Background: an optimization exercise with open tools, aiming at a short achievable clock period and few clock cycles. Do not read the settings as production practice.
In this exercise RTL edits were held to simulation tests only and were not proved equivalent to the original.
Power and IR drop assume default switching activity.

`design/flow/run.sh`:
```
#!/bin/bash
# synth_recipe.tcl (not shown) runs the flow's synth.tcl, then flattens the netlist and writes it again
# the make line also repeats each setting of config.mk as NAME=value (left out here)
make -C /OpenROAD-flow-scripts/flow DESIGN_CONFIG=/design/flow/config.mk WORK_HOME=/design/flow/orfs CLKGATE_MAP_FILE= SYNTH_SCRIPT=/design/flow/synth_recipe.tcl finish
```
`design/flow/config.mk`:
```
export PLATFORM = sky130hd
export DESIGN_NAME = rv_core_top
export DESIGN_NICKNAME = rv_core_top
export VERILOG_FILES = /design/flow/design.v
export SDC_FILE = /design/flow/constraint.sdc
export NUM_CORES = 4
export LEC_CHECK = 0
export CAP_MARGIN = 20
export CORE_MARGIN = 2
export CORE_UTILIZATION = 50
export SETUP_SLACK_MARGIN = 3.5
export SLEW_MARGIN = 20
export SYNTH_HIERARCHICAL = 1
export SYNTH_MINIMUM_KEEP_SIZE = 0
export TNS_END_PERCENT = 100
```
`design/flow/constraint.sdc`:
```
create_clock -name core_clock -period 5.2 [get_ports {clk}]
set_input_delay 1.0400 -clock core_clock [delete_from_list [all_inputs] [get_ports {clk}]]
set_output_delay 1.0400 -clock core_clock [all_outputs]
set_load 0.01 [all_outputs]
```
`design/flow/design.v`:
```
package rv_core_pkg;
    typedef logic [32-1:0] word_t;
    typedef logic [$clog2(32)-1:0] reg_idx_t;
    typedef logic [3:0] funct_t;
    typedef enum logic [3:0] {
        ALU_ADD  = 4'b0000,
        ALU_SUB  = 4'b0001,
        ALU_SLT  = 4'b0010,   
        ALU_SLTU = 4'b0011,   
        ALU_SLL  = 4'b0100,
        ALU_SRL  = 4'b0101,
        ALU_XOR  = 4'b0110,
        ALU_OR   = 4'b0111,
        ALU_AND  = 4'b1000,
        ALU_SRA  = 4'b1001    
    } alu_op_t;
endpackage
`timescale 1ns/1ps
module rv_fetch_stage (
    input  logic                  clk,
    input  logic                  rst_n,
    input  rv_core_pkg::word_t    imem_insn,
    input  logic [31:1]           rf_valid,    
    input  logic [31:1]           wb_oh,       
    input  rv_core_pkg::reg_idx_t d_rd,        
    input  rv_core_pkg::reg_idx_t e_rd,        
    output rv_core_pkg::word_t    imem_addr,
    output rv_core_pkg::reg_idx_t r_rd,        
    output logic [8:0]            r_sel,       
    output rv_core_pkg::word_t    r_imm,       
    output logic [31:1]           r_rs1_sel,   
    output logic [31:1]           r_rs2_sel,
    output logic                  r_bypr_a,    
    output logic                  r_bypr_b,    
    output logic                  r_bypd_a,    
    output logic                  r_bypd_b,    
    output logic                  r_fwd_a,     
    output logic                  r_fwd_b,     
    output logic                  r_sll,       
    output logic                  r_sr,        
    output logic                  r_arith      
);
    logic [29:0]           pc;       
    logic [29:0]           addr_q;   
    logic                  r_wr;     
    rv_core_pkg::reg_idx_t rs1;
    rv_core_pkg::reg_idx_t rs2;
    logic                  is_op;
    logic                  is_op_imm;
    logic [3:0]            funct;
    logic [8:0]            sel;
    logic                  fwd_a, fwd_b, bypd_a, bypd_b, bypr_a, bypr_b;
    logic [31:1]           rs1_sel;
    logic [31:1]           rs2_sel;
    logic [31:1]           rf_read;   
    assign imem_addr = {addr_q, 2'b00};
    assign rs1       = imem_insn[19:15];
    assign rs2       = imem_insn[24:20];
    assign is_op     = (imem_insn[6:0] == 7'b0110011);
    assign is_op_imm = (imem_insn[6:0] == 7'b0010011);
    assign funct     = {imem_insn[30], imem_insn[14:12]};
    rv_eq5 fwd_a_i  (.a(rs1), .b(r_rd), .en(r_wr),                   .y(fwd_a));
    rv_eq5 fwd_b_i  (.a(rs2), .b(r_rd), .en(r_wr & is_op),           .y(fwd_b));
    rv_eq5 bypd_a_i (.a(rs1), .b(d_rd), .en(d_rd != '0),             .y(bypd_a));
    rv_eq5 bypd_b_i (.a(rs2), .b(d_rd), .en((d_rd != '0) & is_op),   .y(bypd_b));
    rv_eq5 bypr_a_i (.a(rs1), .b(e_rd), .en(e_rd != '0),             .y(bypr_a));
    rv_eq5 bypr_b_i (.a(rs2), .b(e_rd), .en((e_rd != '0) & is_op),   .y(bypr_b));
    always_comb begin
        for (int i = 1; i < 32; i++) begin
            rf_read[i] = (rf_valid[i] || wb_oh[i]) && (e_rd != i[4:0]);
            rs1_sel[i] = (rs1 == i[4:0]) && rf_read[i];
            rs2_sel[i] = (rs2 == i[4:0]) && rf_read[i] && is_op;
        end
    end
    always_comb begin
        sel = '0;
        if (is_op) begin
            case (funct)
                4'b1000: sel[1] = 1'b1;
                4'b0001: sel[4] = 1'b1;
                4'b0010: sel[2] = 1'b1;
                4'b0011: sel[3] = 1'b1;
                4'b0100: sel[6] = 1'b1;
                4'b0101: sel[5] = 1'b1;
                4'b1101: sel[5] = 1'b1;
                4'b0110: sel[7] = 1'b1;
                4'b0111: sel[8] = 1'b1;
                default: sel[0] = 1'b1;
            endcase
        end else if (is_op_imm) begin
            case (funct[2:0])
                3'b001:  sel[4] = 1'b1;
                3'b010:  sel[2] = 1'b1;
                3'b011:  sel[3] = 1'b1;
                3'b100:  sel[6] = 1'b1;
                3'b101:  sel[5] = 1'b1;
                3'b110:  sel[7] = 1'b1;
                3'b111:  sel[8] = 1'b1;
                default: sel[0] = 1'b1;
            endcase
        end
    end
    always_ff @(posedge clk or negedge rst_n) begin
        if (!rst_n) begin
            pc   <= '0;
            r_rd <= '0;
            r_wr <= 1'b0;
        end else begin
            pc   <= pc + 30'd1;
            r_rd <= (is_op || is_op_imm) ? imem_insn[11:7] : '0;
            r_wr <= (is_op || is_op_imm) && (imem_insn[11:7] != '0);
        end
    end
    always_ff @(posedge clk) begin
        addr_q <= rst_n ? pc + 30'd1 : '0;
    end
    always_ff @(posedge clk) begin
        r_sel     <= sel;
        r_imm     <= is_op_imm ? {{(32-12){imem_insn[31]}}, imem_insn[31:20]} : '0;
        r_rs1_sel <= rs1_sel;
        r_rs2_sel <= rs2_sel;
        r_bypr_a  <= bypr_a;
        r_bypr_b  <= bypr_b;
        r_bypd_a  <= bypd_a & ~fwd_a;
        r_bypd_b  <= bypd_b & ~fwd_b;
        r_fwd_a   <= fwd_a;
        r_fwd_b   <= fwd_b;
        r_sll     <= sel[4];
        r_sr      <= sel[5];
        r_arith   <= sel[5] & imem_insn[30];
    end
endmodule
module rv_eq5 (
    input  logic [4:0] a,
    input  logic [4:0] b,
    input  logic       en,
    output logic       y
);
    assign y = en && (a == b);
endmodule
`timescale 1ns/1ps
module rv_regfile (
    input  logic               clk,
    input  logic               rst_n,
    input  logic [31:1]        rs1_sel,
    input  logic [31:1]        rs2_sel,
    input  logic               byp1_sel,
    input  logic               byp2_sel,
    input  rv_core_pkg::word_t byp1,
    input  rv_core_pkg::word_t byp2,
    input  rv_core_pkg::word_t imm2,      
    input  logic [31:1]        wr_oh,     
    input  rv_core_pkg::word_t wr_data,
    output logic [31:1]        valid,
    output rv_core_pkg::word_t rs1_val,
    output rv_core_pkg::word_t rs2_val
);
    rv_core_pkg::word_t regs [1:32-1];
    always_ff @(posedge clk or negedge rst_n) begin
        if (!rst_n) begin
            valid <= '0;
        end else begin
            valid <= valid | wr_oh;
        end
    end
    always_ff @(posedge clk) begin
        for (int i = 1; i < 32; i++) begin
            if (wr_oh[i]) begin
                regs[i] <= wr_data;
            end
        end
    end
    for (genvar j = 0; j < 32; j++) begin : rd
        logic [31:0] v;
        for (genvar i = 1; i < 32; i++) begin : r
            assign v[i] = regs[i][j];
        end
        assign v[0] = 1'b0;
        rv_rf_mux32 m1 (.s({rs1_sel, byp1_sel}), .v({v[31:1], byp1[j]}), .y(rs1_val[j]));
        rv_rf_mux32x m2 (.s({rs2_sel, byp2_sel}), .v({v[31:1], byp2[j]}), .x(imm2[j]), .y(rs2_val[j]));
    end
endmodule
module rv_rf_mux32 (
    input  logic [31:0] s,
    input  logic [31:0] v,
    output logic        y
);
    logic [15:0] l1;
    logic [3:0]  l2;
    logic        l3;
    for (genvar i = 0; i < 16; i++) begin : a
        rv_g_aoi22 u (.a1(s[2*i]), .a2(v[2*i]), .b1(s[2*i+1]), .b2(v[2*i+1]), .y(l1[i]));
    end
    for (genvar i = 0; i < 4; i++) begin : n
        rv_g_nand4 u (.a(l1[4*i]), .b(l1[4*i+1]), .c(l1[4*i+2]), .d(l1[4*i+3]), .y(l2[i]));
    end
    rv_g_nor4 o (.a(l2[0]), .b(l2[1]), .c(l2[2]), .d(l2[3]), .y(l3));
    rv_g_inv  i (.a(l3), .y(y));
endmodule
module rv_rf_mux32x (
    input  logic [31:0] s,
    input  logic [31:0] v,
    input  logic        x,
    output logic        y
);
    logic [15:0] l1;
    logic [3:0]  l2;
    logic        l3;
    rv_g_a221oi u0 (.a1(s[0]), .a2(v[0]), .b1(s[1]), .b2(v[1]), .c(x), .y(l1[0]));
    for (genvar i = 1; i < 16; i++) begin : a
        rv_g_aoi22 u (.a1(s[2*i]), .a2(v[2*i]), .b1(s[2*i+1]), .b2(v[2*i+1]), .y(l1[i]));
    end
    for (genvar i = 0; i < 4; i++) begin : n
        rv_g_nand4 u (.a(l1[4*i]), .b(l1[4*i+1]), .c(l1[4*i+2]), .d(l1[4*i+3]), .y(l2[i]));
    end
    rv_g_nor4 o (.a(l2[0]), .b(l2[1]), .c(l2[2]), .d(l2[3]), .y(l3));
    rv_g_inv  i (.a(l3), .y(y));
endmodule
module rv_g_a221oi (input logic a1, input logic a2, input logic b1, input logic b2, input logic c,
                    output logic y);
    assign y = ~((a1 & a2) | (b1 & b2) | c);
endmodule
module rv_g_aoi22 (input logic a1, input logic a2, input logic b1, input logic b2, output logic y);
    assign y = ~((a1 & a2) | (b1 & b2));
endmodule
module rv_g_nand4 (input logic a, input logic b, input logic c, input logic d, output logic y);
    assign y = ~(a & b & c & d);
endmodule
module rv_g_nor4 (input logic a, input logic b, input logic c, input logic d, output logic y);
    assign y = ~(a | b | c | d);
endmodule
`timescale 1ns/1ps
module rv_decode_stage (
    input  logic                  clk,
    input  logic                  rst_n,
    input  rv_core_pkg::reg_idx_t r_rd,
    input  logic [8:0]            r_sel,
    input  rv_core_pkg::word_t    r_imm,      
    input  logic [31:1]           r_rs1_sel,
    input  logic [31:1]           r_rs2_sel,
    input  logic                  r_bypr_a,
    input  logic                  r_bypr_b,
    input  logic                  r_bypd_a,
    input  logic                  r_bypd_b,
    input  logic [31:1]           wb_oh,      
    input  rv_core_pkg::word_t    wb_data,
    output logic [31:1]           rf_valid,
    output rv_core_pkg::reg_idx_t d_rd,       
    output logic [8:0]            d_sel,      
    output rv_core_pkg::word_t    d_a,        
    output rv_core_pkg::word_t    d_b         
);
    rv_core_pkg::word_t rf_a;
    rv_core_pkg::word_t rf_b;
    rv_core_pkg::word_t ra;
    rv_core_pkg::word_t rb;
    logic               bypd_a;
    logic               bypd_b;
    rv_regfile regfile_i (
        .clk      (clk),
        .rst_n    (rst_n),
        .rs1_sel  (r_rs1_sel),
        .rs2_sel  (r_rs2_sel),
        .byp1_sel (r_bypr_a),
        .byp2_sel (r_bypr_b),
        .byp1     (wb_data),
        .byp2     (wb_data),
        .imm2     (r_imm),
        .wr_oh    (wb_oh),
        .wr_data  (wb_data),
        .valid    (rf_valid),
        .rs1_val  (rf_a),
        .rs2_val  (rf_b)
    );
    always_ff @(posedge clk or negedge rst_n) begin
        if (!rst_n) begin
            d_rd <= '0;
        end else begin
            d_rd <= r_rd;
        end
    end
    always_ff @(posedge clk) begin
        ra     <= rf_a;
        rb     <= rf_b;
        bypd_a <= r_bypd_a;
        bypd_b <= r_bypd_b;
        d_sel  <= r_sel;
    end
    assign d_a = bypd_a ? wb_data : ra;
    assign d_b = bypd_b ? wb_data : rb;
endmodule
`timescale 1ns/1ps
module rv_execute_stage (
    input  logic                  clk,
    input  logic                  rst_n,
    input  rv_core_pkg::word_t    d_a,        
    input  rv_core_pkg::word_t    d_b,        
    input  logic [8:0]            d_sel,      
    input  logic                  pre_fwd_a,  
    input  logic                  pre_fwd_b,  
    input  logic                  pre_sll,    
    input  logic                  pre_sr,     
    input  logic                  pre_arith,  
    input  rv_core_pkg::reg_idx_t d_rd,
    output rv_core_pkg::reg_idx_t e_rd,       
    output logic [31:1]           wb_oh,      
    output rv_core_pkg::word_t    wb_data,
    output logic                  ret_valid,
    output rv_core_pkg::reg_idx_t ret_rd,
    output rv_core_pkg::word_t    ret_data
);
    localparam int W = 32;
    rv_core_pkg::word_t a;
    rv_core_pkg::word_t b;
    logic [4:0]         sl_n;      
    logic [4:0]         sr_n;      
    logic [15:0]        sl_nq;     
    logic [15:0]        sr_nq;     
    rv_core_pkg::word_t sa;        
    logic               sr_fill;   
    logic               l_xor, l_or, l_and;
    rv_core_pkg::word_t p;         
    rv_core_pkg::word_t pn;        
    rv_core_pkg::word_t c;         
    rv_core_pkg::word_t cd;        
    rv_core_pkg::word_t t;         
    rv_core_pkg::word_t g;         
    logic               cout_sub;  
    rv_alu_add #(.SUB(0)) add_i (.a(a), .b(b), .p(p), .pn(pn), .c(c),  .t(t), .g(g), .cout());
    rv_alu_add #(.SUB(1)) sub_i (.a(a), .b(b), .p(),  .pn(),   .c(cd), .t(),  .g(),  .cout(cout_sub));
    rv_core_pkg::word_t lg;
    for (genvar i = 0; i < W; i++) begin : lgc
        rv_g_logic u (.p(p[i]), .t(t[i]), .g(g[i]), .lx(l_xor), .lo(l_or), .la(l_and), .y(lg[i]));
    end
    rv_core_pkg::word_t sl4;       
    rv_core_pkg::word_t sr4;       
    for (genvar k = 0; k < 4; k++) begin : amt
        rv_reg4 sl_q (.clk(clk), .d(nxt_l[3:0]), .q(sl_nq[4*k +: 4]));
        rv_reg4 sr_q (.clk(clk), .d(nxt_r[3:0]), .q(sr_nq[4*k +: 4]));
    end
    rv_reg32 sa_q (.clk(clk), .d(nxt_a), .q(sa));
    rv_alu_shift4 #(.LEFT(1)) sll_i (.x(sa), .n(sl_nq), .fill(1'b0),    .y(sl4));
    rv_alu_shift4 #(.LEFT(0)) srl_i (.x(sa), .n(sr_nq), .fill(sr_fill), .y(sr4));
    logic [7:0] ws, as, bs, ls, rs, fs;   
    logic       x31;    
    assign x31 = a[W-1] ^ b[W-1];
    function automatic logic [10:0] term_sel(input logic [7:0] s, input logic n4_l, input logic n4_r);
        term_sel[0]  = s[0];
        term_sel[1]  = s[1];
        term_sel[2]  = s[0] | s[1];
        term_sel[3]  = s[2];
        term_sel[4]  = s[3];
        term_sel[5]  = s[4] & n4_l;
        term_sel[6]  = s[4] & ~n4_l;
        term_sel[7]  = s[5] & n4_r;
        term_sel[8]  = s[5] & ~n4_r;
        term_sel[9]  = s[7] | (s[6] & ~x31);
        term_sel[10] = s[6] & x31 & a[W-1];
    endfunction
    rv_core_pkg::word_t alu_res;
    rv_core_pkg::word_t nxt_a;
    rv_core_pkg::word_t nxt_b;
    rv_core_pkg::word_t nxt_l;
    rv_core_pkg::word_t nxt_r;
    rv_core_pkg::word_t nxt_f;
    rv_alu_pick pick_w (.ts(term_sel(ws, sl_n[4], sr_n[4])), .p(p), .pn(pn), .c(c), .cd(cd), .lg(lg),
                        .dv('0),  .sl4(sl4), .sr4(sr4), .fill(sr_fill), .cout_sub(cout_sub), .y(alu_res));
    rv_alu_pick pick_a (.ts(term_sel(as, sl_n[4], sr_n[4])), .p(p), .pn(pn), .c(c), .cd(cd), .lg(lg),
                        .dv(d_a), .sl4(sl4), .sr4(sr4), .fill(sr_fill), .cout_sub(cout_sub), .y(nxt_a));
    rv_alu_pick pick_b (.ts(term_sel(bs, sl_n[4], sr_n[4])), .p(p), .pn(pn), .c(c), .cd(cd), .lg(lg),
                        .dv(d_b), .sl4(sl4), .sr4(sr4), .fill(sr_fill), .cout_sub(cout_sub), .y(nxt_b));
    rv_alu_pick pick_l (.ts(term_sel(ls, sl_n[4], sr_n[4])), .p(p), .pn(pn), .c(c), .cd(cd), .lg(lg),
                        .dv(d_b), .sl4(sl4), .sr4(sr4), .fill(sr_fill), .cout_sub(cout_sub), .y(nxt_l));
    rv_alu_pick pick_r (.ts(term_sel(rs, sl_n[4], sr_n[4])), .p(p), .pn(pn), .c(c), .cd(cd), .lg(lg),
                        .dv(d_b), .sl4(sl4), .sr4(sr4), .fill(sr_fill), .cout_sub(cout_sub), .y(nxt_r));
    rv_alu_pick pick_f (.ts(term_sel(fs, sl_n[4], sr_n[4])), .p(p), .pn(pn), .c(c), .cd(cd), .lg(lg),
                        .dv(d_a), .sl4(sl4), .sr4(sr4), .fill(sr_fill), .cout_sub(cout_sub), .y(nxt_f));
    always_ff @(posedge clk) begin
        a       <= nxt_a;
        b       <= nxt_b;
        sl_n    <= nxt_l[4:0];
        sr_n    <= nxt_r[4:0];
        sr_fill <= nxt_f[W-1];
        l_xor   <= d_sel[6];
        l_or    <= d_sel[7];
        l_and   <= d_sel[8];
        wb_data <= alu_res;
    end
    function automatic logic [7:0] sel_of(input logic [8:0] s, input logic fw, input logic dv);
        sel_of[0] = fw & s[0];
        sel_of[1] = fw & s[1];
        sel_of[2] = fw;                 
        sel_of[3] = dv;
        sel_of[4] = fw & s[4];
        sel_of[5] = fw & s[5];
        sel_of[6] = fw & s[2];
        sel_of[7] = fw & s[3];
    endfunction
    logic [8:0] e_sel;
    logic       fa, na, fb, nb, fl, nl, fr, nr, ff, nf;
    always_ff @(posedge clk) begin
        e_sel <= d_sel;
        fa    <= pre_fwd_a;
        na    <= ~pre_fwd_a;
        fb    <= pre_fwd_b;
        nb    <= ~pre_fwd_b;
        fl    <= pre_fwd_b & pre_sll;
        nl    <= ~pre_fwd_b & pre_sll;
        fr    <= pre_fwd_b & pre_sr;
        nr    <= ~pre_fwd_b & pre_sr;
        ff    <= pre_fwd_a & pre_arith;
        nf    <= ~pre_fwd_a & pre_arith;
    end
    assign ws = sel_of(e_sel, 1'b1, 1'b0);
    assign as = sel_of(e_sel, fa, na);
    assign bs = sel_of(e_sel, fb, nb);
    assign ls = sel_of(e_sel, fl, nl);
    assign rs = sel_of(e_sel, fr, nr);
    assign fs = sel_of(e_sel, ff, nf);
    logic [31:1] e_oh;
    always_comb begin
        for (int i = 1; i < 32; i++) begin
            e_oh[i] = (e_rd == i[4:0]);
        end
    end
    logic                  wb_valid;
    rv_core_pkg::reg_idx_t wb_rd;
    always_ff @(posedge clk or negedge rst_n) begin
        if (!rst_n) begin
            e_rd      <= '0;
            wb_oh     <= '0;
            wb_valid  <= 1'b0;
        end else begin
            e_rd      <= d_rd;
            wb_oh     <= e_oh;
            wb_valid  <= (e_rd != '0);
        end
    end
    always_ff @(posedge clk) begin
        wb_rd     <= e_rd;
        ret_valid <= rst_n & wb_valid;
        ret_rd    <= wb_rd;
        ret_data  <= wb_data;
    end
endmodule
module rv_alu_add #(
    parameter bit SUB = 0
) (
    input  logic [31:0] a,
    input  logic [31:0] b,
    output logic [31:0] p,      
    output logic [31:0] pn,     
    output logic [31:0] c,      
    output logic [31:0] t,      
    output logic [31:0] g,      
    output logic        cout
);
    logic [31:0] gg [0:5];   
    logic [31:0] tt [0:5];
    for (genvar i = 0; i < 32; i++) begin : l0
        if (SUB == 0) begin : add
            rv_g_nand2 gi (.a(a[i]), .b(b[i]), .y(gg[0][i]));
            rv_g_nor2  ti (.a(a[i]), .b(b[i]), .y(tt[0][i]));
            rv_g_xor2  pi (.a(a[i]), .b(b[i]), .y(p[i]));
            rv_g_xnor2 ni (.a(a[i]), .b(b[i]), .y(pn[i]));
            rv_g_inv   gt (.a(gg[0][i]), .y(g[i]));
            rv_g_inv   tg (.a(tt[0][i]), .y(t[i]));
        end else begin : sub
            if (i == 0) begin : c0
                rv_g_nor2b  gi (.a(a[i]), .bn(b[i]), .y(gg[0][i]));
            end else begin : cn
                rv_g_nand2b gi (.a(a[i]), .bn(b[i]), .y(gg[0][i]));
            end
            rv_g_nor2b  ti (.a(a[i]), .bn(b[i]), .y(tt[0][i]));
            rv_g_xnor2  pi (.a(a[i]), .b(b[i]), .y(p[i]));
            rv_g_xor2   ni (.a(a[i]), .b(b[i]), .y(pn[i]));
            assign g[i] = 1'b0;
            assign t[i] = 1'b0;
        end
    end
    for (genvar l = 0; l < 5; l++) begin : lv
        for (genvar i = 0; i < 32; i++) begin : bt
            if (i >= (1 << l)) begin : c
                if (l % 2 == 0) begin : n2p
                    rv_g_pre_n2p u (.gn_hi(gg[l][i]), .tn_hi(tt[l][i]), .gn_lo(gg[l][i-(1<<l)]),
                                    .tn_lo(tt[l][i-(1<<l)]), .g(gg[l+1][i]), .t(tt[l+1][i]));
                end else begin : p2n
                    rv_g_pre_p2n u (.g_hi(gg[l][i]), .t_hi(tt[l][i]), .g_lo(gg[l][i-(1<<l)]),
                                    .t_lo(tt[l][i-(1<<l)]), .gn(gg[l+1][i]), .tn(tt[l+1][i]));
                end
            end else if (i >= (1 << l) / 2 || l == 0) begin : w
                rv_g_inv ig (.a(gg[l][i]), .y(gg[l+1][i]));
                assign tt[l+1][i] = 1'b0;   
            end else begin : w2
                assign gg[l+1][i] = gg[l-1][i];
                assign tt[l+1][i] = 1'b0;
            end
        end
    end
    assign c    = {gg[5][30:0], SUB ? 1'b1 : 1'b0};
    assign cout = gg[5][31];
endmodule
module rv_alu_shift4 #(
    parameter bit LEFT = 1
) (
    input  logic [31:0] x,
    input  logic [15:0] n,      
    input  logic        fill,
    output logic [31:0] y
);
    logic [31:0] v [0:4];   
    logic        fill_n;
    assign v[0] = x;
    rv_g_inv fi (.a(fill), .y(fill_n));
    for (genvar k = 0; k < 4; k++) begin : st
        for (genvar i = 0; i < 32; i++) begin : bt
            localparam int SRC = LEFT ? i - (1 << k) : i + (1 << k);
            logic s;
            assign s = n[4*(i/8) + k];
            if (SRC >= 0 && SRC < 32) begin : m
                rv_g_mux2i u (.s(s), .a1(v[k][SRC]), .a0(v[k][i]), .y(v[k+1][i]));
            end else if (LEFT) begin : z
                if (k % 2 == 0) begin : t2n
                    rv_g_zf_t2n u (.s(s), .x(v[k][i]), .y(v[k+1][i]));
                end else begin : n2t
                    rv_g_nor2 u (.a(s), .b(v[k][i]), .y(v[k+1][i]));
                end
            end else begin : f
                if (k % 2 == 0) begin : t2n
                    rv_g_mux2i u (.s(s), .a1(fill), .a0(v[k][i]), .y(v[k+1][i]));
                end else begin : n2t
                    rv_g_mux2i u (.s(s), .a1(fill_n), .a0(v[k][i]), .y(v[k+1][i]));
                end
            end
        end
    end
    assign y = v[4];
endmodule
module rv_alu_pick (
    input  logic [10:0] ts,
    input  logic [31:0] p,         
    input  logic [31:0] pn,        
    input  logic [31:0] c,         
    input  logic [31:0] cd,        
    input  logic [31:0] lg,
    input  logic [31:0] dv,
    input  logic [31:0] sl4,
    input  logic [31:0] sr4,
    input  logic        fill,
    input  logic        cout_sub,  
    output logic [31:0] y
);
    logic x0a, x0b, x0c, t0;
    rv_g_a221oi u0a (.a1(ts[2]), .a2(p[0]), .b1(ts[3]), .b2(lg[0]), .c(ts[10]), .y(x0a));
    rv_g_aoi22  u0b (.a1(ts[4]), .a2(dv[0]), .b1(ts[6]), .b2(sl4[0]), .y(x0b));
    rv_g_aoi22  u0c (.a1(ts[7]), .a2(sr4[16]), .b1(ts[8]), .b2(sr4[0]), .y(x0c));
    rv_g_nand2b u0d (.a(ts[9]), .bn(cout_sub), .y(t0));
    rv_g_nand4  u0y (.a(x0a), .b(x0b), .c(x0c), .d(t0), .y(y[0]));
    for (genvar i = 1; i < 32; i++) begin : bt
        logic x_lg, q1, q0, d1, d0, t_s;
        logic x_s1, x_s2, r1, r0, f1, f0, t_d;
        rv_g_aoi22 ul (.a1(ts[3]), .a2(lg[i]), .b1(ts[4]), .b2(dv[i]), .y(x_lg));
        rv_g_nand2 uq1 (.a(ts[0]), .b(pn[i]), .y(q1));
        rv_g_nand2 uq0 (.a(ts[0]), .b(p[i]),  .y(q0));
        rv_g_nand2 ud1 (.a(x_lg), .b(q1), .y(d1));
        rv_g_nand2 ud0 (.a(x_lg), .b(q0), .y(d0));
        rv_g_mux2i us  (.s(c[i]), .a1(d1), .a0(d0), .y(t_s));
        if (i < 16) begin : lo
            rv_g_aoi22 u1 (.a1(ts[6]), .a2(sl4[i]), .b1(ts[8]), .b2(sr4[i]), .y(x_s1));
            rv_g_nand2 u2 (.a(ts[7]), .b(sr4[i+16]), .y(x_s2));
        end else begin : hi
            rv_g_aoi22 u1 (.a1(ts[5]), .a2(sl4[i-16]), .b1(ts[6]), .b2(sl4[i]), .y(x_s1));
            rv_g_aoi22 u2 (.a1(ts[7]), .a2(fill), .b1(ts[8]), .b2(sr4[i]), .y(x_s2));
        end
        rv_g_nand2 ur1 (.a(ts[1]), .b(p[i]),  .y(r1));    
        rv_g_nand2 ur0 (.a(ts[1]), .b(pn[i]), .y(r0));    
        rv_g_nand3 uf1 (.a(x_s1), .b(x_s2), .c(r1), .y(f1));
        rv_g_nand3 uf0 (.a(x_s1), .b(x_s2), .c(r0), .y(f0));
        rv_g_mux2i ud  (.s(cd[i]), .a1(f1), .a0(f0), .y(t_d));
        rv_g_nand2 uy (.a(t_s), .b(t_d), .y(y[i]));
    end
endmodule
module rv_reg4 (input logic clk, input logic [3:0] d, output logic [3:0] q);
    always_ff @(posedge clk) q <= d;
endmodule
module rv_reg32 (input logic clk, input logic [31:0] d, output logic [31:0] q);
    always_ff @(posedge clk) q <= d;
endmodule
module rv_g_inv   (input logic a, output logic y);                 assign y = ~a;        endmodule
module rv_g_nand2 (input logic a, input logic b, output logic y);  assign y = ~(a & b);  endmodule
module rv_g_nor2  (input logic a, input logic b, output logic y);  assign y = ~(a | b);  endmodule
module rv_g_xor2  (input logic a, input logic b, output logic y);  assign y = a ^ b;     endmodule
module rv_g_xnor2 (input logic a, input logic b, output logic y);  assign y = ~(a ^ b);  endmodule
module rv_g_nand2b (input logic a, input logic bn, output logic y); assign y = ~(a & ~bn); endmodule
module rv_g_nor2b  (input logic a, input logic bn, output logic y); assign y = ~(a | ~bn); endmodule
module rv_g_nand3 (input logic a, input logic b, input logic c, output logic y); assign y = ~(a & b & c); endmodule
module rv_g_zf_t2n (input logic s, input logic x, output logic y); assign y = ~(~s & x); endmodule
module rv_g_mux2i (input logic s, input logic a1, input logic a0, output logic y);
    assign y = ~(s ? a1 : a0);
endmodule
module rv_g_pre_n2p (input logic gn_hi, input logic tn_hi, input logic gn_lo, input logic tn_lo,
                     output logic g, output logic t);
    assign g = ~(gn_hi & (tn_hi | gn_lo));
    assign t = ~(tn_hi | tn_lo);
endmodule
module rv_g_pre_p2n (input logic g_hi, input logic t_hi, input logic g_lo, input logic t_lo,
                     output logic gn, output logic tn);
    assign gn = ~(g_hi | (t_hi & g_lo));
    assign tn = ~(t_hi & t_lo);
endmodule
module rv_g_logic (input logic p, input logic t, input logic g, input logic lx, input logic lo,
                   input logic la, output logic y);
    assign y = (lx & p) | (lo & t) | (la & g);
endmodule
`timescale 1ns/1ps
module rv_core_top (
    input  logic                  clk,
    input  logic                  rst_n,
    input  rv_core_pkg::word_t    imem_insn,      
    output rv_core_pkg::word_t    imem_addr,
    output logic                  retire_valid,   
    output rv_core_pkg::reg_idx_t retire_rd,
    output rv_core_pkg::word_t    retire_data
);
    rv_core_pkg::reg_idx_t r_rd;
    logic [8:0]            r_sel;
    rv_core_pkg::word_t    r_imm;
    logic [31:1]           r_rs1_sel;
    logic [31:1]           r_rs2_sel;
    logic                  r_bypr_a;
    logic                  r_bypr_b;
    logic                  r_bypd_a;
    logic                  r_bypd_b;
    logic                  r_fwd_a;
    logic                  r_fwd_b;
    logic                  r_sll;
    logic                  r_sr;
    logic                  r_arith;
    logic [31:1]           rf_valid;
    rv_core_pkg::reg_idx_t d_rd;
    logic [8:0]            d_sel;
    rv_core_pkg::word_t    d_a;
    rv_core_pkg::word_t    d_b;
    rv_core_pkg::reg_idx_t e_rd;
    logic [31:1]           wb_oh;
    rv_core_pkg::word_t    wb_data;
    rv_fetch_stage fetch_i (
        .clk       (clk),
        .rst_n     (rst_n),
        .imem_insn (imem_insn),
        .rf_valid  (rf_valid),
        .wb_oh     (wb_oh),
        .d_rd      (d_rd),
        .e_rd      (e_rd),
        .imem_addr (imem_addr),
        .r_rd      (r_rd),
        .r_sel     (r_sel),
        .r_imm     (r_imm),
        .r_rs1_sel (r_rs1_sel),
        .r_rs2_sel (r_rs2_sel),
        .r_bypr_a  (r_bypr_a),
        .r_bypr_b  (r_bypr_b),
        .r_bypd_a  (r_bypd_a),
        .r_bypd_b  (r_bypd_b),
        .r_fwd_a   (r_fwd_a),
        .r_fwd_b   (r_fwd_b),
        .r_sll     (r_sll),
        .r_sr      (r_sr),
        .r_arith   (r_arith)
    );
    rv_decode_stage decode_i (
        .clk       (clk),
        .rst_n     (rst_n),
        .r_rd      (r_rd),
        .r_sel     (r_sel),
        .r_imm     (r_imm),
        .r_rs1_sel (r_rs1_sel),
        .r_rs2_sel (r_rs2_sel),
        .r_bypr_a  (r_bypr_a),
        .r_bypr_b  (r_bypr_b),
        .r_bypd_a  (r_bypd_a),
        .r_bypd_b  (r_bypd_b),
        .wb_oh     (wb_oh),
        .wb_data   (wb_data),
        .rf_valid  (rf_valid),
        .d_rd      (d_rd),
        .d_sel     (d_sel),
        .d_a       (d_a),
        .d_b       (d_b)
    );
    rv_execute_stage execute_i (
        .clk       (clk),
        .rst_n     (rst_n),
        .d_a       (d_a),
        .d_b       (d_b),
        .d_sel     (d_sel),
        .pre_fwd_a (r_fwd_a),
        .pre_fwd_b (r_fwd_b),
        .pre_sll   (r_sll),
        .pre_sr    (r_sr),
        .pre_arith (r_arith),
        .d_rd      (d_rd),
        .e_rd      (e_rd),
        .wb_oh     (wb_oh),
        .wb_data   (wb_data),
        .ret_valid (retire_valid),
        .ret_rd    (retire_rd),
        .ret_data  (retire_data)
    );
endmodule
```
==> flow_summary.ini, run 1 <==
[status]
status = finished clean

[drt]
drc = 0
drt_iter0_markers = 7022
drt_first_pass_iters = 8
wl_per_cell_um = 34.1
dr_total_vias = 59974
wirelength_mm = 307
avgViaCountPerCell = 6.66
ant_nets = 0

[synth]
avgSynthCellArea_um2 = 12.8
synth_cells = 6110
ys_warn_count = 29
syn-cell-area_um2 = 78300

[timing]
fin_crit_ns = 2.46
hold_viol = 0
setup_violations = 0
fmax_mhz = 406
finalMaxSlewViolations = 0
grt_setup_unrepaired = yes
finalCritPeriodShare_pct = 47.4
tns_ns = 0
slew_headroom_pct = 27.9
clock_skew_ns = 0.0532
tightest_slew_ns = 1.07

[clock_tree]
clkTransAtPathRegs_ns = 0.06
insertion_delay_ns = 0.82
cts_buffers = 167
htreeDepth = 4
ctsHoldBuffers = 0
cts-root-buf = clkbuf_16
cts_tree = done
clock_sinks = 1521
clockBufferDepth = 3

[cells_and_area]
multi_input_area_um2 = 39600
final_cell_mix = a22oi_2, edfxtp_1, nand2_1, mux2i_1, nand4_1
mostFrequentLayoutCell = a22oi_2
nets = 6835
fillers = 12034
regArea_um2 = 41400
stdcell_area_um2 = 95800
syn2layout_area_growth_pct = 22.4
layout-drive-gt1-share_pct = 44.4

[global_routing]
first_global_vias = 58085
grt_first_pass_wirelength_mm = 429
grt_max_degree = 111
track_usage_pct = 37.7
grt-ovfl-total = 0
antenna_found_initial = 8

[power_and_ir_drop]
fin_total_pwr_mw = 26.4
p_per_area_nw_per_um2 = 275
peakVddDrop_mv = 0.374
cellLeakagePower_nw = 34.9

[critical_path]
worst_ep_required_time_ns = 5.92
cp_data_arrival_time_ns = 3.19
cp_max_fo = 4
crit_type = reg2reg
cp-start-kind = flop
endpoint_kind = flop

[place]
globalplace.congestion = 1.03
port_buffers = 101
placed_cell_area_um2 = 83200
hpwl_mm = 192

[flow_run]
max_cap_violations = 0

[floorplan]
rows = 145
fp.dieArea_um2 = 160000
die_w_um = 400
die_h_um = 400
initial_core_util_pct = 50.2
num_io_pins = 104
core_area_um2 = 156000

[min_path]
hold_class = in2async
==> where the power goes <==
group	switching [mW]	total [mW]	internal (mW)
combinational	0.606	0.904	0.298
sequential	0.116	13.0	12.9
clock	5.13	12.4	7.31
==> worst paths after layout <==
path	start	cells after the start	slack [ns]	end
min in group core_clock	execute_i.wb_rd[3]$_DFF_P_	0	0.32	execute_i.ret_rd[3]$_DFF_P_
min	rst_n	1	0.32	execute_i.wb_oh[1]$_DFF_PN0_
max reg2reg	execute_i.sa_q.q[21]$_DFF_P_	8	2.74	execute_i.sa_q.q[30]$_DFF_P_
min reg2reg	execute_i.wb_rd[3]$_DFF_P_	0	0.32	execute_i.ret_rd[3]$_DFF_P_
max	execute_i.sa_q.q[21]$_DFF_P_	8	2.74	execute_i.sa_q.q[30]$_DFF_P_
max in group asynchronous	rst_n	2	3.81	execute_i.e_rd[3]$_DFF_PN0_
==> critical path: stages, from the launching register on <==
cell     delay [ns]
dfxtp_2        0.61
mux2i_1        0.19
mux2i_1        0.26
mux2i_1        0.20
mux2i_2        0.68
a22oi_2        0.12
nand3_1        0.14
mux2i_1        0.10
nand2_1        0.09
==> state kept, by name (all words and copies together), names as in the netlist, 31 cells and up <==
register                  flops
execute_i.sa_q.q             32
execute_i.a                  32
execute_i.wb_oh              31
decode_i.ra                  32
execute_i.b                  32
execute_i.wb_data            32
decode_i.regfile_i.valid     31
execute_i.ret_data           32
decode_i.rb                  32
fetch_i.r_rs2_sel            31
fetch_i.r_rs1_sel            31
decode_i.regfile_i.regs     992
==> final cells by class <==
class | count | share of cell area, %
clock buffer | 238 | 4.92
timing repair buffer | 489 | 5.92
tap | 2058 | 2.69
sequential | 1521 | 43.2
inverter | 204 | 0.819
multi-input combinational | 4417 | 41.3
antenna | 3 | 0.00784
clock inverter | 75 | 1.12
==> stage by stage <==
step / util, % / std cells / setup slack, ns / hold WS [ns]
2_1_floorplan: - / 6205 / 3.03 / 0.310
3_3_place_gp: 53.4 / 8448 / 2.17 / 0.310
3_5_place_dp: 53.4 / 8448 / 2.17 / 0.312
4_1_cts: 60.5 / 8932 / 2.84 / 0.326
5_1_grt: 61.5 / 9003 / 2.70 / 0.328
6_report: 61.5 / 9005 / 2.74 / 0.324
==> layer usage <==
layer  GRT usage (%)  wire length, µm  vias to the layer above
met4            21.6            20700                        2
li1                -                -                    25388
met2            57.9           137000                     3434
met3            9.01            30000                      885
met5               0               13                        -
met1            48.8           119000                    30265
==> what timing repair did <==
action	CTS	global route
pin swaps	340	179
gates cloned	32	2
gates resized for setup	1107	214
buffers inserted	139	68
setup endpoints to repair	404	362
Testbench counts, summed over its fixed seeds: cycles 12,040.
==> run 2, diff against run 1 <==
--- a/design/flow/config.mk
+++ b/design/flow/config.mk
@@ -6,6 +6,7 @@
 export NUM_CORES = 4
 export LEC_CHECK = 0
 export CAP_MARGIN = 20
+export CORE_ASPECT_RATIO = 0.5
 export CORE_MARGIN = 2
 export CORE_UTILIZATION = 50
 export SETUP_SLACK_MARGIN = 3.5
==> run 2 against run 1 <==
Power decreased by 5.0%. Combinational power increased by 7.0%. Synthesized area unchanged. Via count increased by 2.0%. Clock-buffer cell count decreased by 43. Synthesized cell count unchanged. Sequential cell count unchanged. Fmax increased by 1.5%. Sequential share of layout area increased by 0.32 points. Critical path depth decreased by 1. Global-route usage increased by 2.2 points. Critical endpoint is now decode_i.rb[22]$_DFF_P_. Largest cell class unchanged.
==> flow_summary.ini, run 2 <==
[status]
status = finished clean

[floorplan]
fp.dieArea_um2 = 160000
die_w_um = 564
die_h_um = 284
rows = 102
num_io_pins = 104
core_area_um2 = 155000
initial_core_util_pct = 50.5

[timing]
setup_violations = 0
grt_setup_unrepaired = yes
fin_crit_ns = 2.43
tightest_slew_ns = 1.17
tns_ns = 0
finalCritPeriodShare_pct = 46.7
clock_skew_ns = 0.112
finalMaxSlewViolations = 0
hold_viol = 0
slew_headroom_pct = 21.3
setup_ws_ns = 2.77
fmax_mhz = 412

[critical_path]
path_buf_inv = 4
worst_ep_required_time_ns = 5.84
cp-start-kind = flop
endpoint_kind = flop
r2r-end = decode_i.rb[22]$_DFF_P_
r2r_slack_ns = 2.77
critPathSlowestCell = nor4_4
cp_top_family = simple AND/OR/NAND/NOR gates
cp.depth = 7
critPathMaxStageDelay_ns = 0.64
reg2regPathDepth = 7
cp_max_fo = 4
crit_path_cell_trace = buf_16 -> buf_12 -> buf_4 -> a22oi_2 -> nand4_1 -> nor4_4 -> inv_1
r2r_start = fetch_i.r_rs2_sel[12]$_DFF_P_
crit_type = reg2reg
cp_data_arrival_time_ns = 3.07

[cells_and_area]
top_register = decode_i.regfile_i.regs
fillers = 11787
n_antenna_cell = 0
syn2layout_area_growth_pct = 21.8
nets = 6847
final_cell_mix = a22oi_2, edfxtp_1, nand2_1, mux2i_1, nand4_1
layout-drive-gt1-share_pct = 45.2
mostFrequentLayoutCell = a22oi_2
largest_register_ffs = 992

[power_and_ir_drop]
cellLeakagePower_nw = 34.6
p_per_area_nw_per_um2 = 263
peakVddDrop_mv = 0.343

[place]
dp_slack_ns = 2.12
globalplace.congestion = 1.03
port_buffers = 101
hpwl_mm = 207

[synth]
avgSynthCellArea_um2 = 12.8
syn-cell-area_um2 = 78300
synth_cells = 6110
ys_warn_count = 29

[clock_tree]
htreeDepth = 4
insertion_delay_ns = 0.83
ctsHoldBuffers = 0
clock_sinks = 1521
cts-root-buf = clkbuf_16
clockBufferDepth = 4
clkTransAtPathRegs_ns = 0.07
cts_buffers = 149
cts_tree = done

[drt]
wl_per_cell_um = 36.5
dr_total_vias = 61165
drt_iter0_markers = 8715
wirelength_mm = 328
ant_nets = 0
drc = 0
drt_first_pass_iters = 8
avgViaCountPerCell = 6.80

[min_path]
hold_class = in2async

[global_routing]
grt_first_pass_wirelength_mm = 451
grt-ovfl-total = 0
antenna_found_initial = 8
grt_max_degree = 85
track_usage_pct = 39.9
first_global_vias = 57961

[flow_run]
max_cap_violations = 0
[run 2: cell types whose count changed in the layout (fill, tap and decap cells not counted), sizes merged, moves of 4 or more]
cell / change
clkdlybuf4s50: -4
bufinv: -7
buf: +28
clkinv: -5
and2: +5
clkbuf: -46
[run 2: worst max-delay path by stage]
stage / startpoint / to
floorplan: execute_i.sr_fill$_DFF_P_ / execute_i.a[10]$_DFF_P_
global placement: imem_insn[17] / fetch_i.r_bypd_a$_DFF_P_
detailed placement: imem_insn[17] / fetch_i.r_bypd_a$_DFF_P_
CTS: execute_i.ret_data[7]$_DFF_P_ / retire_data[7]
global route: execute_i.amt[3].sr_q.q[0]$_DFF_P_ / execute_i.wb_data[2]$_DFF_P_
finish: fetch_i.r_rs2_sel[12]$_DFF_P_ / decode_i.rb[22]$_DFF_P_
[run 2: layer usage]
layer	global-route usage (%)	wire length (µm)	vias up
li1	-	-	25392
met1	56.2	134000	30809
met2	55.9	133000	4071
met3	13.6	44500	893
met4	16.6	16400	0
met5	0	0	-
[run 2: cell type report]
cell class | instances | area [µm²] | share of cell area, %
sequential | 1521 | 41500 | 43.5
multi-input combinational | 4422 | 40000 | 41.9
timing repair buffer | 514 | 5690 | 5.97
clock buffer | 195 | 4120 | 4.33
tap | 2080 | 2600 | 2.73
inverter | 204 | 792 | 0.831
clock inverter | 64 | 673 | 0.706
[run 2: what timing repair did]
action / in CTS / in global routing
endpoints found under the setup margin: 425 / 361
cloned: 38 / 0
setup buffers: 157 / 85
gates resized for setup: 1146 / 232
pin swaps: 348 / 144
[run 2: stage by stage]
step	util [%]	std cells	hold slack, ns	instance area (µm²)	power (mW)
final	61.5	9000	0.257	95300	25.0
after global routing	61.5	9000	0.266	95300	25.6
after CTS	60.4	8915	0.241	93600	25.0
after detailed placement	53.7	8461	0.312	83200	14.1
after global placement	53.7	8461	0.312	83200	14.1
after floorplan	-	6205	0.310	78900	13.7
[run 2: power breakdown]
group          switching [mW]  leakage, nW  internal, mW
combinational           0.657         17.5         0.310
clock                    4.87         2.38          6.20
sequential              0.121         14.7          12.9
==> run 3, diff against run 2 <==
--- a/design/flow/design.v
+++ b/design/flow/design.v
@@ -316,7 +316,8 @@
     logic [4:0]         sr_n;      
     logic [15:0]        sl_nq;     
     logic [15:0]        sr_nq;     
-    rv_core_pkg::word_t sa;        
+    rv_core_pkg::word_t sa_l;      
+    rv_core_pkg::word_t sa_r;
     logic               sr_fill;   
     logic               l_xor, l_or, l_and;
     rv_core_pkg::word_t p;         
@@ -335,25 +336,26 @@
     rv_core_pkg::word_t sl4;       
     rv_core_pkg::word_t sr4;       
     for (genvar k = 0; k < 4; k++) begin : amt
-        rv_reg4 sl_q (.clk(clk), .d(nxt_l[3:0]), .q(sl_nq[4*k +: 4]));
-        rv_reg4 sr_q (.clk(clk), .d(nxt_r[3:0]), .q(sr_nq[4*k +: 4]));
+        rv_reg4 sl_q (.clk(clk), .d(nxt_l[4:1]), .q(sl_nq[4*k +: 4]));
+        rv_reg4 sr_q (.clk(clk), .d(nxt_r[4:1]), .q(sr_nq[4*k +: 4]));
     end
-    rv_reg32 sa_q (.clk(clk), .d(nxt_a), .q(sa));
-    rv_alu_shift4 #(.LEFT(1)) sll_i (.x(sa), .n(sl_nq), .fill(1'b0),    .y(sl4));
-    rv_alu_shift4 #(.LEFT(0)) srl_i (.x(sa), .n(sr_nq), .fill(sr_fill), .y(sr4));
+    rv_reg32 sa_lq (.clk(clk), .d(nxt_a), .q(sa_l));
+    rv_reg32 sa_rq (.clk(clk), .d(nxt_a), .q(sa_r));
+    rv_alu_shift4 #(.LEFT(1)) sll_i (.x(sa_l), .n(sl_nq), .fill(1'b0),    .y(sl4));
+    rv_alu_shift4 #(.LEFT(0)) srl_i (.x(sa_r), .n(sr_nq), .fill(sr_fill), .y(sr4));
     logic [7:0] ws, as, bs, ls, rs, fs;   
     logic       x31;    
     assign x31 = a[W-1] ^ b[W-1];
-    function automatic logic [10:0] term_sel(input logic [7:0] s, input logic n4_l, input logic n4_r);
+    function automatic logic [10:0] term_sel(input logic [7:0] s, input logic n0_l, input logic n0_r);
         term_sel[0]  = s[0];
         term_sel[1]  = s[1];
         term_sel[2]  = s[0] | s[1];
         term_sel[3]  = s[2];
         term_sel[4]  = s[3];
-        term_sel[5]  = s[4] & n4_l;
-        term_sel[6]  = s[4] & ~n4_l;
-        term_sel[7]  = s[5] & n4_r;
-        term_sel[8]  = s[5] & ~n4_r;
+        term_sel[5]  = s[4] & n0_l;
+        term_sel[6]  = s[4] & ~n0_l;
+        term_sel[7]  = s[5] & n0_r;
+        term_sel[8]  = s[5] & ~n0_r;
         term_sel[9]  = s[7] | (s[6] & ~x31);
         term_sel[10] = s[6] & x31 & a[W-1];
     endfunction
@@ -363,17 +365,17 @@
     rv_core_pkg::word_t nxt_l;
     rv_core_pkg::word_t nxt_r;
     rv_core_pkg::word_t nxt_f;
-    rv_alu_pick pick_w (.ts(term_sel(ws, sl_n[4], sr_n[4])), .p(p), .pn(pn), .c(c), .cd(cd), .lg(lg),
+    rv_alu_pick pick_w (.ts(term_sel(ws, sl_n[0], sr_n[0])), .p(p), .pn(pn), .c(c), .cd(cd), .lg(lg),
                         .dv('0),  .sl4(sl4), .sr4(sr4), .fill(sr_fill), .cout_sub(cout_sub), .y(alu_res));
-    rv_alu_pick pick_a (.ts(term_sel(as, sl_n[4], sr_n[4])), .p(p), .pn(pn), .c(c), .cd(cd), .lg(lg),
+    rv_alu_pick pick_a (.ts(term_sel(as, sl_n[0], sr_n[0])), .p(p), .pn(pn), .c(c), .cd(cd), .lg(lg),
                         .dv(d_a), .sl4(sl4), .sr4(sr4), .fill(sr_fill), .cout_sub(cout_sub), .y(nxt_a));
-    rv_alu_pick pick_b (.ts(term_sel(bs, sl_n[4], sr_n[4])), .p(p), .pn(pn), .c(c), .cd(cd), .lg(lg),
+    rv_alu_pick pick_b (.ts(term_sel(bs, sl_n[0], sr_n[0])), .p(p), .pn(pn), .c(c), .cd(cd), .lg(lg),
                         .dv(d_b), .sl4(sl4), .sr4(sr4), .fill(sr_fill), .cout_sub(cout_sub), .y(nxt_b));
-    rv_alu_pick pick_l (.ts(term_sel(ls, sl_n[4], sr_n[4])), .p(p), .pn(pn), .c(c), .cd(cd), .lg(lg),
+    rv_alu_pick pick_l (.ts(term_sel(ls, sl_n[0], sr_n[0])), .p(p), .pn(pn), .c(c), .cd(cd), .lg(lg),
                         .dv(d_b), .sl4(sl4), .sr4(sr4), .fill(sr_fill), .cout_sub(cout_sub), .y(nxt_l));
-    rv_alu_pick pick_r (.ts(term_sel(rs, sl_n[4], sr_n[4])), .p(p), .pn(pn), .c(c), .cd(cd), .lg(lg),
+    rv_alu_pick pick_r (.ts(term_sel(rs, sl_n[0], sr_n[0])), .p(p), .pn(pn), .c(c), .cd(cd), .lg(lg),
                         .dv(d_b), .sl4(sl4), .sr4(sr4), .fill(sr_fill), .cout_sub(cout_sub), .y(nxt_r));
-    rv_alu_pick pick_f (.ts(term_sel(fs, sl_n[4], sr_n[4])), .p(p), .pn(pn), .c(c), .cd(cd), .lg(lg),
+    rv_alu_pick pick_f (.ts(term_sel(fs, sl_n[0], sr_n[0])), .p(p), .pn(pn), .c(c), .cd(cd), .lg(lg),
                         .dv(d_a), .sl4(sl4), .sr4(sr4), .fill(sr_fill), .cout_sub(cout_sub), .y(nxt_f));
     always_ff @(posedge clk) begin
         a       <= nxt_a;
@@ -514,9 +516,9 @@
     rv_g_inv fi (.a(fill), .y(fill_n));
     for (genvar k = 0; k < 4; k++) begin : st
         for (genvar i = 0; i < 32; i++) begin : bt
-            localparam int SRC = LEFT ? i - (1 << k) : i + (1 << k);
+            localparam int SRC = LEFT ? i - (16 >> k) : i + (16 >> k);
             logic s;
-            assign s = n[4*(i/8) + k];
+            assign s = n[4*(i/8) + 3 - k];
             if (SRC >= 0 && SRC < 32) begin : m
                 rv_g_mux2i u (.s(s), .a1(v[k][SRC]), .a0(v[k][i]), .y(v[k+1][i]));
             end else if (LEFT) begin : z
@@ -553,7 +555,7 @@
     logic x0a, x0b, x0c, t0;
     rv_g_a221oi u0a (.a1(ts[2]), .a2(p[0]), .b1(ts[3]), .b2(lg[0]), .c(ts[10]), .y(x0a));
     rv_g_aoi22  u0b (.a1(ts[4]), .a2(dv[0]), .b1(ts[6]), .b2(sl4[0]), .y(x0b));
-    rv_g_aoi22  u0c (.a1(ts[7]), .a2(sr4[16]), .b1(ts[8]), .b2(sr4[0]), .y(x0c));
+    rv_g_aoi22  u0c (.a1(ts[7]), .a2(sr4[1]), .b1(ts[8]), .b2(sr4[0]), .y(x0c));
     rv_g_nand2b u0d (.a(ts[9]), .bn(cout_sub), .y(t0));
     rv_g_nand4  u0y (.a(x0a), .b(x0b), .c(x0c), .d(t0), .y(y[0]));
     for (genvar i = 1; i < 32; i++) begin : bt
@@ -565,11 +567,10 @@
         rv_g_nand2 ud1 (.a(x_lg), .b(q1), .y(d1));
         rv_g_nand2 ud0 (.a(x_lg), .b(q0), .y(d0));
         rv_g_mux2i us  (.s(c[i]), .a1(d1), .a0(d0), .y(t_s));
-        if (i < 16) begin : lo
-            rv_g_aoi22 u1 (.a1(ts[6]), .a2(sl4[i]), .b1(ts[8]), .b2(sr4[i]), .y(x_s1));
-            rv_g_nand2 u2 (.a(ts[7]), .b(sr4[i+16]), .y(x_s2));
+        rv_g_aoi22 u1 (.a1(ts[5]), .a2(sl4[i-1]), .b1(ts[6]), .b2(sl4[i]), .y(x_s1));
+        if (i < 31) begin : lo
+            rv_g_aoi22 u2 (.a1(ts[7]), .a2(sr4[i+1]), .b1(ts[8]), .b2(sr4[i]), .y(x_s2));
         end else begin : hi
-            rv_g_aoi22 u1 (.a1(ts[5]), .a2(sl4[i-16]), .b1(ts[6]), .b2(sl4[i]), .y(x_s1));
             rv_g_aoi22 u2 (.a1(ts[7]), .a2(fill), .b1(ts[8]), .b2(sr4[i]), .y(x_s2));
         end
         rv_g_nand2 ur1 (.a(ts[1]), .b(p[i]),  .y(r1));    
--- a/design/flow/config.mk
+++ b/design/flow/config.mk
@@ -6,7 +6,6 @@
 export NUM_CORES = 4
 export LEC_CHECK = 0
 export CAP_MARGIN = 20
-export CORE_ASPECT_RATIO = 0.5
 export CORE_MARGIN = 2
 export CORE_UTILIZATION = 50
 export SETUP_SLACK_MARGIN = 3.5
==> run 3 against run 2 <==
Non-clock buffer count up 163. Global-route usage down 1.5 points. Synthesized area up 1.4%. Die area up 1.2%. Critical path depth up 3. Sequential share of layout area down 1.0 points.
==> flow_summary.ini, run 3 <==
[status]
status = finished clean

[timing]
clock_skew_ns = 0.0496
whs_ns = 0.205
tns_ns = 0
slew_headroom_pct = 20.0
grt_setup_unrepaired = yes
finalMaxSlewViolations = 0
fmax_mhz = 406
setup_ws_ns = 2.74
finalCritPeriodShare_pct = 47.3
fin_crit_ns = 2.46
tightest_slew_ns = 1.19
hold_viol = 0
setup_violations = 0

[global_routing]
first_global_vias = 58776
antenna_found_initial = 11
grt_max_degree = 99
track_usage_pct = 38.5
grt-ovfl-total = 0
grt_first_pass_wirelength_mm = 444

[drt]
drt_first_pass_iters = 7
wl_per_cell_um = 34.5
drt_iter0_markers = 7225
dr_total_vias = 61224
wirelength_mm = 318
avgViaCountPerCell = 6.63
drc = 0
ant_nets = 0

[clock_tree]
htreeDepth = 4
ctsHoldBuffers = 0
clock_sinks = 1553
clkTransAtPathRegs_ns = 0.06
cts_buffers = 169
insertion_delay_ns = 0.84
cts_tree = done
clockBufferDepth = 3
cts-root-buf = clkbuf_16

[critical_path]
crit_start = execute_i.amt[3].sr_q.q[3]$_DFF_P_
r2r-end = execute_i.sa_rq.q[9]$_DFF_P_
crit_type = reg2reg
r2r_slack_ns = 2.74
cp_data_arrival_time_ns = 3.14
cp-start-kind = flop
endpoint_kind = flop
cp_max_fo = 6
worst_ep_required_time_ns = 5.88
reg2regPathDepth = 10
r2r_start = execute_i.amt[3].sr_q.q[3]$_DFF_P_

[synth]
syn-cell-area_um2 = 79300
synth_cells = 6144
ys_warn_count = 29
avgSynthCellArea_um2 = 12.9

[cells_and_area]
layout-drive-gt1-share_pct = 45.3
utilization_pct = 62.6
nets = 7060
n_antenna_cell = 0
stdcell_count = 9231
top_register = decode_i.regfile_i.regs
stdcell_area_um2 = 98900
final_cell_mix = a22oi_2, edfxtp_1, nand2_1, buf_4, nand4_1
syn2layout_area_growth_pct = 24.7
largest_register_ffs = 992
mostFrequentLayoutCell = a22oi_2
fillers = 12075

[power_and_ir_drop]
peakVddDrop_mv = 0.343
cellLeakagePower_nw = 36.1
p_per_area_nw_per_um2 = 266
fin_total_pwr_mw = 26.3

[floorplan]
fp.dieArea_um2 = 162000
num_io_pins = 104
rows = 146
core_area_um2 = 158000
die_h_um = 402
die_w_um = 402
initial_core_util_pct = 50.2

[place]
dp_slack_ns = 1.82
placed_cell_area_um2 = 84700
hpwl_mm = 197
port_buffers = 101
globalplace.congestion = 1.05
dp.cells = 8502

[min_path]
hold_class = in2async

[flow_run]
max_cap_violations = 0
run 3: layout make-up:
| class | count | area (µm²) | area share [%] |
|---|---|---|---|
| Clock buffer | 234 | 4710 | 4.76 |
| Clock inverter | 71 | 833 | 0.843 |
| Inverter | 204 | 792 | 0.801 |
| Multi-Input combinational cell | 4419 | 39800 | 40.2 |
| Sequential cell | 1553 | 42000 | 42.5 |
| Tap cell | 2072 | 2590 | 2.62 |
| Timing Repair Buffer | 677 | 8150 | 8.24 |
| Timing Repair inverter | 1 | 7.51 | 0.00759 |
run 3: power by group:
part	internal [mW]	leakage (nW)	switching, mW	total (mW)
logic	0.314	18.5	0.631	0.945
clock network	6.88	2.69	5.20	12.1
registers	13.1	14.9	0.0904	13.2
total	20.3	36.1	5.92	26.3
run 3: what timing repair did:
| item | CTS | global route |
|---|---|---|
| gates resized for setup | 1080 | 199 |
| gates cloned | 44 | 3 |
| pin swaps | 326 | 158 |
| buffers inserted | 294 | 83 |
| endpoints found under the setup margin | 451 | 435 |
run 3: worst max path at each step:
stage | to | slack [ns]
final | execute_i.sa_rq.q[9]$_DFF_P_ | 2.74
after global placement | execute_i.sa_rq.q[23]$_DFF_P_ | 1.84
after floorplan | fetch_i.r_rs2_sel[3]$_DFF_P_ | 3.12
after CTS | execute_i.a[10]$_DFF_P_ | 2.80
after global routing | execute_i.a[15]$_DFF_P_ | 2.66
after detailed placement | execute_i.sa_rq.q[23]$_DFF_P_ | 1.82
run 3: worst max-delay path: stages, from the launching register on:
cell	delay [ns]
dfxtp_4	0.39
buf_12	0.15
mux2i_4	0.33
mux2i_4	0.14
buf_6	0.14
mux2i_4	0.23
mux2i_4	0.21
a22oi_2	0.25
nand3_1	0.12
mux2i_1	0.20
nand2_2	0.14
run 3: layer usage:
layer	track usage [%]	part of all wire (%)	routed length, µm	vias to the layer above
met5	0	0.013	42	-
met4	21.5	6.6	21100	6
met3	8.38	8.9	28400	851
met2	59.8	45	144000	3326
met1	50.0	39	124000	31092
li1	-	-	-	25949
Testbench counts of run 3, summed over its fixed seeds: cycles 12,040.
==> run 4, diff against run 3 <==
--- a/design/flow/design.v
+++ b/design/flow/design.v
@@ -318,6 +318,8 @@
     logic [15:0]        sr_nq;     
     rv_core_pkg::word_t sa_l;      
     rv_core_pkg::word_t sa_r;
+    logic [3:0]         fill_q;    
+    logic [3:0]         fill_nq;   
     logic               sr_fill;   
     logic               l_xor, l_or, l_and;
     rv_core_pkg::word_t p;         
@@ -339,10 +341,12 @@
         rv_reg4 sl_q (.clk(clk), .d(nxt_l[4:1]), .q(sl_nq[4*k +: 4]));
         rv_reg4 sr_q (.clk(clk), .d(nxt_r[4:1]), .q(sr_nq[4*k +: 4]));
     end
+    rv_reg4 fl_q  (.clk(clk), .d({4{nxt_f[W-1]}}),  .q(fill_q));
+    rv_reg4 fln_q (.clk(clk), .d({4{~nxt_f[W-1]}}), .q(fill_nq));
     rv_reg32 sa_lq (.clk(clk), .d(nxt_a), .q(sa_l));
     rv_reg32 sa_rq (.clk(clk), .d(nxt_a), .q(sa_r));
-    rv_alu_shift4 #(.LEFT(1)) sll_i (.x(sa_l), .n(sl_nq), .fill(1'b0),    .y(sl4));
-    rv_alu_shift4 #(.LEFT(0)) srl_i (.x(sa_r), .n(sr_nq), .fill(sr_fill), .y(sr4));
+    rv_alu_shift4 #(.LEFT(1)) sll_i (.x(sa_l), .n(sl_nq), .fill('0),     .fill_n('1),      .y(sl4));
+    rv_alu_shift4 #(.LEFT(0)) srl_i (.x(sa_r), .n(sr_nq), .fill(fill_q), .fill_n(fill_nq), .y(sr4));
     logic [7:0] ws, as, bs, ls, rs, fs;   
     logic       x31;    
     assign x31 = a[W-1] ^ b[W-1];
@@ -507,13 +511,12 @@
 ) (
     input  logic [31:0] x,
     input  logic [15:0] n,      
-    input  logic        fill,
+    input  logic [3:0]  fill,     
+    input  logic [3:0]  fill_n,   
     output logic [31:0] y
 );
     logic [31:0] v [0:4];   
-    logic        fill_n;
     assign v[0] = x;
-    rv_g_inv fi (.a(fill), .y(fill_n));
     for (genvar k = 0; k < 4; k++) begin : st
         for (genvar i = 0; i < 32; i++) begin : bt
             localparam int SRC = LEFT ? i - (16 >> k) : i + (16 >> k);
@@ -529,9 +532,9 @@
                 end
             end else begin : f
                 if (k % 2 == 0) begin : t2n
-                    rv_g_mux2i u (.s(s), .a1(fill), .a0(v[k][i]), .y(v[k+1][i]));
+                    rv_g_mux2i u (.s(s), .a1(fill[i/8]), .a0(v[k][i]), .y(v[k+1][i]));
                 end else begin : n2t
-                    rv_g_mux2i u (.s(s), .a1(fill_n), .a0(v[k][i]), .y(v[k+1][i]));
+                    rv_g_mux2i u (.s(s), .a1(fill_n[i/8]), .a0(v[k][i]), .y(v[k+1][i]));
                 end
             end
         end
--- a/design/flow/config.mk
+++ b/design/flow/config.mk
@@ -6,6 +6,7 @@
 export NUM_CORES = 4
 export LEC_CHECK = 0
 export CAP_MARGIN = 20
+export CORE_ASPECT_RATIO = 0.5
 export CORE_MARGIN = 2
 export CORE_UTILIZATION = 50
 export SETUP_SLACK_MARGIN = 3.5
==> run 4 against run 3 <==
Critical path depth up 1. Clock power down 5%. Fmax down 4.0%. Hold slack better by 0.087 ns. Combinational power up 2.2%. Routed wire length up 3.8%. Non-clock buffer count down 103. Still clean. Clock-buffer cell count down 29. Cell area down 1.7%. Clock skew up 0.013 ns. Final cell count down 1.0%. Synthesized area about the same.
==> flow_summary.ini, run 4 <==
[status]
status = finished clean

[timing]
hold_viol = 0
finalCritPeriodShare_pct = 49.3
grt_setup_unrepaired = yes
slew_headroom_pct = 25.3
clock_skew_ns = 0.0627
tns_ns = 0
finalMaxSlewViolations = 0
fmax_mhz = 390
setup_violations = 0
tightest_slew_ns = 1.12
fin_crit_ns = 2.56

[critical_path]
cpMostUsedCell = mux2i_4
crit_end = execute_i.wb_data[21]$_DFF_P_
r2r_start = execute_i.amt[3].sr_q.q[3]$_DFF_P_
crit_path_cell_trace = buf_6 -> mux2i_4 -> mux2i_4 -> mux2i_2 -> buf_4 -> mux2i_4 -> buf_4 -> a22oi_2 -> nand3_2 -> mux2i_4 -> nand2_2
r2r-end = execute_i.wb_data[21]$_DFF_P_
r2r_slack_ns = 2.64
cp_data_arrival_time_ns = 3.22
cp_top_family = multiplexers
crit_start = execute_i.amt[3].sr_q.q[3]$_DFF_P_
critPathSlowestCell = dfxtp_4
worst_ep_required_time_ns = 5.85
endpoint_kind = flop
critPathMaxStageDelay_ns = 0.48
crit_type = reg2reg
reg2regPathDepth = 11
cp_max_fo = 7
cp.depth = 11
cp-start-kind = flop
path_buf_inv = 3

[global_routing]
grt-ovfl-total = 0
track_usage_pct = 39.5
antenna_found_initial = 17
grt_max_degree = 107
first_global_vias = 59065
grt_first_pass_wirelength_mm = 454

[cells_and_area]
fillers = 12072
syn2layout_area_growth_pct = 22.5
stdcell_area_um2 = 97300
nets = 6952
largest_register_ffs = 992
final_cell_mix = a22oi_2, edfxtp_1, nand2_1, nand4_1, dfxtp_1
layout-drive-gt1-share_pct = 45.4
stdcell_count = 9135
top_register = decode_i.regfile_i.regs
mostFrequentLayoutCell = a22oi_2

[clock_tree]
cts_tree = done
clkTransAtPathRegs_ns = 0.07
clockBufferDepth = 4
clock_sinks = 1556
insertion_delay_ns = 0.82
cts_buffers = 152
ctsHoldBuffers = 0
cts-root-buf = clkbuf_16
htreeDepth = 4

[synth]
synth_cells = 6147
avgSynthCellArea_um2 = 12.9
syn-cell-area_um2 = 79400
ys_warn_count = 29

[drt]
wirelength_mm = 330
avgViaCountPerCell = 6.82
dr_total_vias = 62346
wl_per_cell_um = 36.2
ant_nets = 0
drt_iter0_markers = 9514
drc = 0
drt_first_pass_iters = 11

[flow_run]
max_cap_violations = 0

[floorplan]
rows = 103
fp.dieArea_um2 = 162000
die_h_um = 286
die_w_um = 568
num_io_pins = 104
initial_core_util_pct = 50.3
core_area_um2 = 158000

[power_and_ir_drop]
p_per_area_nw_per_um2 = 265
peakVddDrop_mv = 0.252
cellLeakagePower_nw = 35.2
fin_total_pwr_mw = 25.7

[place]
globalplace.congestion = 1.01
hpwl_mm = 206
port_buffers = 101
placed_cell_area_um2 = 84700
dp.cells = 8522

[min_path]
hold_class = in2async
==> run 4: final cells by class <==
| cell class | count | area (µm²) | share of cell area (%) |
|---|---|---|---|
| Inverter | 204 | 788 | 0.810 |
| Clock buffer | 205 | 4320 | 4.45 |
| Sequential cell | 1556 | 42100 | 43.3 |
| Tap cell | 2100 | 2630 | 2.70 |
| Clock inverter | 64 | 658 | 0.677 |
| Timing Repair Buffer | 574 | 6400 | 6.58 |
| Antenna cell | 3 | 7.51 | 0.00772 |
| Multi-Input combinational cell | 4429 | 40400 | 41.5 |
==> run 4: through the flow <==
step	utilization, %	setup WS, ns	hold slack (ns)
2_1_floorplan	-	3.12	0.310
3_3_place_gp	53.7	2.08	0.311
3_5_place_dp	53.7	2.06	0.312
4_1_cts	60.3	2.79	0.327
5_1_grt	61.7	2.59	0.331
6_report	61.7	2.64	0.292
==> run 4: metal layers <==
layer / track usage [%] / share of wire [%] / vias to the layer above
li1: - / - / 25730
met1: 55.9 / 41 / 31461
met2: 55.6 / 41 / 4271
met3: 12.4 / 13 / 878
met4: 16.7 / 5.1 / 6
met5: 0 / 0.012 / -
==> run 4: power by group <==
group	switching, mW	internal [mW]
logic	0.651	0.315
registers	0.126	13.2
clock network	5.07	6.41
total	5.84	19.9
==> run 4: what timing repair did <==
action,in CTS,in global routing
gates cloned,43,2
pin swaps,364,144
setup buffers,195,101
endpoints found under the hold margin,0,0
endpoints found under the setup margin,447,417
gates resized for setup,985,282
==> run 4: worst min-delay path by stage <==
stage                                         start                           end  cells after the start
final                                         rst_n  execute_i.wb_valid$_DFF_PN0_                      1
after CTS                 decode_i.d_sel[7]$_DFF_P_        execute_i.l_or$_DFF_P_                      0
after floorplan           decode_i.d_sel[0]$_DFF_P_    execute_i.e_sel[0]$_DFF_P_                      0
after global routing      decode_i.d_sel[4]$_DFF_P_    execute_i.e_sel[4]$_DFF_P_                      0
after global placement    decode_i.d_sel[0]$_DFF_P_    execute_i.e_sel[0]$_DFF_P_                      0
after detailed placement  decode_i.d_sel[4]$_DFF_P_    execute_i.e_sel[4]$_DFF_P_                      0
Testbench counts of run 4, summed over its fixed seeds: cycles 12,040.

==> what the ideal ports hide <==
How much do the figures lean on ideal ports? The routed layouts below were timed once more, with nothing changed but the port constraints.
Step 1 sets driving cells, clkbuf_16 on the clock port and buf_2 on the other inputs (assumed; they add their load-dependent delay and slew).
Step 2, shift: input delay + t, output delay - t, t = (earliest + latest rising clock arrival at the registers) / 2. This alone moves slack from input paths to output paths.
Slacks: ideal / step 1 / step 2; pairs: ideal / step 1.
run | t (ns) | slack for setup (ns) | latest minus earliest clock arrival (ns) | worst slew at a driven data input, ns
run 1 | 0.883 | 2.737 / 2.737 / 2.675 | 0.060 / 0.061 | 0.04
run 2 | 0.862 | 2.774 / 2.774 / 2.740 | 0.112 / 0.112 | 0.10
run 3 | 0.903 | 2.738 / 2.738 / 2.657 | 0.051 / 0.051 | 0.05
run 4 | 0.885 | 2.635 / 2.635 / 2.635 | 0.067 / 0.066 | 0.06
After both steps every run listed still meets setup and hold. The setup slack of run 3, which loses most, moves by 0.000 ns with the drivers and by -0.081 ns with both steps.
